Background: an optimization exercise with open tools, aiming at a short achievable clock period and few clock cycles. Do not read the settings as production practice.
Function was checked by simulation only, so behaviour that the tests miss may differ from the original.
The flow treats the clock pin as an ideal source, which a real chip does not have.
Power and IR drop assume default switching activity.

Setup of v6:
Design processor, start of the top module:
module processor (
    input  logic        clock,
    input  logic        reset,
    output logic [31:0] address_imem,
    input  logic [31:0] q_imem,
    output logic [31:0] address_dmem,
    output logic [31:0] data,
    output logic        wren,
    input  logic [31:0] q_dmem
);
Settings: LEC_CHECK=0, ABC_CLOCK_PERIOD_IN_PS=3000, CAP_MARGIN=20, CORE_MARGIN=2, CORE_UTILIZATION=40, SLEW_MARGIN=20, TNS_END_PERCENT=100; clock period 10.0 ns.
standard.sh (not shown) runs the stock make flow with config.mk's settings and CLKGATE_MAP_FILE= SYNTH_SCRIPT=/design/flow/synth_recipe.tcl, a recipe that flattens the netlist after the stock synthesis.
==> flow/flow/run.sh <==
#!/bin/bash
set -euo pipefail
W=$(pwd)
mkdir -p "$W/tmp" "$W/home"
export TMPDIR="$W/tmp" HOME="$W/home"
bash standard.sh SETUP_SLACK_MARGIN=6.5 POST_CTS_TCL="$W/flow/post_cts.tcl" finish > standard_flow.log 2>&1
==> flow/flow/post_cts.tcl <==
# Run after clock tree synthesis (POST_CTS_TCL). The port buffers that
# buffer_ports placed are small delay cells; make each a strong plain buffer,
# then repair timing once more without the footprint limit, and legalize.
foreach inst [get_cells -quiet {input* output*}] {
  if {[get_property $inst ref_name] ne "sky130_fd_sc_hd__buf_8"} {
    replace_cell $inst sky130_fd_sc_hd__buf_8
  }
}
estimate_parasitics -placement
repair_timing -setup_margin $::env(SETUP_SLACK_MARGIN) -repair_tns 100 -verbose
detailed_placement
check_placement -verbose
estimate_parasitics -placement
report_worst_slack
Testbench counts of v6, summed over its fixed seeds: cycles 42,155.
What v7 does differently from v6 at the input level:
--- a/flow/design.v
+++ b/flow/design.v
@@ -59,15 +59,13 @@
     logic [3:0]  k_eq, k_ge;
     logic [2:0]  k_ne, k_lt;
     logic [1:0]  k_z, k_jr;
     logic        dx_sumop, dx_other;
     logic [31:0] dx_a, dx_opb, dx_b, dx_const, dx_alt, dx_alt1, dx_ras, dx_pc, dx_pc1;
     logic        dx_dep;
-    logic [4:0]  dx_dest;
-    logic [3:0]  dx_sh0, dx_sh1;
-    logic        dx_sh4;
+    logic [4:0]  dx_shamt, dx_dest;
     logic [1:0]  dx_code;
     logic        fa_m, fo_mp, fo_mn, fo_d, fb_m;
     logic        s_dd, s_md, s_dm, s_dmn, s_mm;
     logic        dx_cx;
     logic        xm_we, xm_exc, xm_lw, xm_wren, xm_cx, xm_a31, xm_o31;
     logic [31:0] xm_alu_n, xm_addr;
@@ -263,15 +261,13 @@
         dx_blt      <= d_op == op_blt;
         dx_bex      <= d_op == op_bex;
         dx_jr       <= d_op == op_jr;
         dx_const_op <= d_op == op_jal || d_op == op_setx;
         dx_we       <= d_we;
         dx_dest     <= fd_dest;
-        dx_sh0      <= 4'd1 << fd_ir[8:7];
-        dx_sh1      <= 4'd1 << fd_ir[10:9];
-        dx_sh4      <= fd_ir[11];
+        dx_shamt    <= fd_ir[11:7];
         dx_code     <= (d_op == op_addi) ? 2'd2 : (d_fn == 5'd1) ? 2'd3 : 2'd1;
         dx_a        <= d_ra;
         dx_opb      <= fd_use_imm ? d_imm : (d_r && d_fn == 5'd1) ? ~d_rb : d_rb;
         dx_cx       <= (d_r && (d_fn == 5'd0 || d_fn == 5'd1)) || d_op == op_addi;
         dx_b        <= d_rb;
         dx_const    <= (d_op == op_jal) ? fd_pc1 : {5'd0, fd_ir[26:0]};
@@ -313,31 +309,18 @@
     assign sum_md  = xm_alu + dx_opb + {31'd0, dx_sub};
     assign sum_dm  = dx_a + xm_alu;
     assign sum_dmn = dx_a + xm_alu_n + 32'd1;
     assign sum_mm  = xm_alu + xm_alu;
     assign x_sum   = ({32{s_dd}} & sum_dd) | ({32{s_md}} & sum_md) | ({32{s_dm}} & sum_dm) |
                      ({32{s_dmn}} & sum_dmn) | ({32{s_mm}} & sum_mm);
-    logic [31:0] x_sll, x_sra, sl1, sl2, sr1, sr2;
-    always_comb begin
-        sl1 = ({32{dx_sh0[0]}} & x_a) | ({32{dx_sh0[1]}} & (x_a << 1)) |
-              ({32{dx_sh0[2]}} & (x_a << 2)) | ({32{dx_sh0[3]}} & (x_a << 3));
-        sl2 = ({32{dx_sh1[0]}} & sl1) | ({32{dx_sh1[1]}} & (sl1 << 4)) |
-              ({32{dx_sh1[2]}} & (sl1 << 8)) | ({32{dx_sh1[3]}} & (sl1 << 12));
-        x_sll = dx_sh4 ? sl2 << 16 : sl2;
-        sr1 = ({32{dx_sh0[0]}} & x_a) | ({32{dx_sh0[1]}} & 32'($signed(x_a) >>> 1)) |
-              ({32{dx_sh0[2]}} & 32'($signed(x_a) >>> 2)) | ({32{dx_sh0[3]}} & 32'($signed(x_a) >>> 3));
-        sr2 = ({32{dx_sh1[0]}} & sr1) | ({32{dx_sh1[1]}} & 32'($signed(sr1) >>> 4)) |
-              ({32{dx_sh1[2]}} & 32'($signed(sr1) >>> 8)) | ({32{dx_sh1[3]}} & 32'($signed(sr1) >>> 12));
-        x_sra = dx_sh4 ? 32'($signed(sr2) >>> 16) : sr2;
-    end
     always_comb begin
         x_other = '0;
         if (dx_and)      x_other = x_a & x_opb;
         if (dx_or)       x_other = x_a | x_opb;
-        if (dx_sll)      x_other = x_sll;
-        if (dx_sra)      x_other = x_sra;
+        if (dx_sll)      x_other = x_a << dx_shamt;
+        if (dx_sra)      x_other = $signed(x_a) >>> dx_shamt;
         if (dx_const_op) x_other = dx_const;
     end
     logic lt_dd, lt_md, lt_dm;
     slt32 u_lt_dd (.x(dx_b),   .y(dx_a),   .lt(lt_dd));
     slt32 u_lt_md (.x(dx_b),   .y(xm_alu), .lt(lt_md));
     slt32 u_lt_dm (.x(xm_alu), .y(dx_a),   .lt(lt_dm));
Findings:
- In v7, the area share of buffers outside the clock network came out 0.30 points above the value in v6.
- For the sequential share of layout area, v7 came in 0.67 points lower than v6 did.
- Re number of antenna violations at the first check in global routing: v7 and v6 aren't equal, and the lower value belongs to v7.
- Relative to v6, cell count along the critical path increased by 2 in v7.
- v7 against v6: total inserted antenna cells down 2, wire length of the first global-routing pass down about 2%, area after synthesis up 0.0013 mm2, pre-CTS worst setup slack up 0.28 ns.
- From v6 to v7 the numbers moved as follows: fraction of power consumed by the clock network rose by 0.8 points, number of inserted filler cells in the final layout rose by 169.
- Power drawn by the sequential cells: v7 lower than v6
- Relative to v6, power after layout has decreased by 6.3% in v7.
Testbench counts of v7, summed over its fixed seeds: cycles 42,155.

[re-timing with driven ports]
The flow's constraints put no driver on any port. The routed layouts listed below were extracted and timed again, unchanged, in two steps.
Step 1 sets driving cells, clkbuf_16 on the clock port and buf_2 on the other inputs (assumed; they add their load-dependent delay and slew).
Step 2 times the ports against the registers' clock, not the clock port: input delays grow and output delays shrink by t, the midpoint of the rising clock arrivals with the driver on.
Three values: no drivers, after step 1, after step 2; two values: the first two.
run	t, ns	slack for setup (ns)	clock arrival spread, ns	cell pins on the clock port's net
v6	1.008	6.347 / 6.347 / 5.529	0.090 / 0.090	1
v7	0.969	6.377 / 6.377 / 5.645	0.082 / 0.082	1
After both steps every run listed still meets setup and hold. The setup slack of v6, which loses most, moves by 0.000 ns with the drivers and by -0.818 ns with both steps.
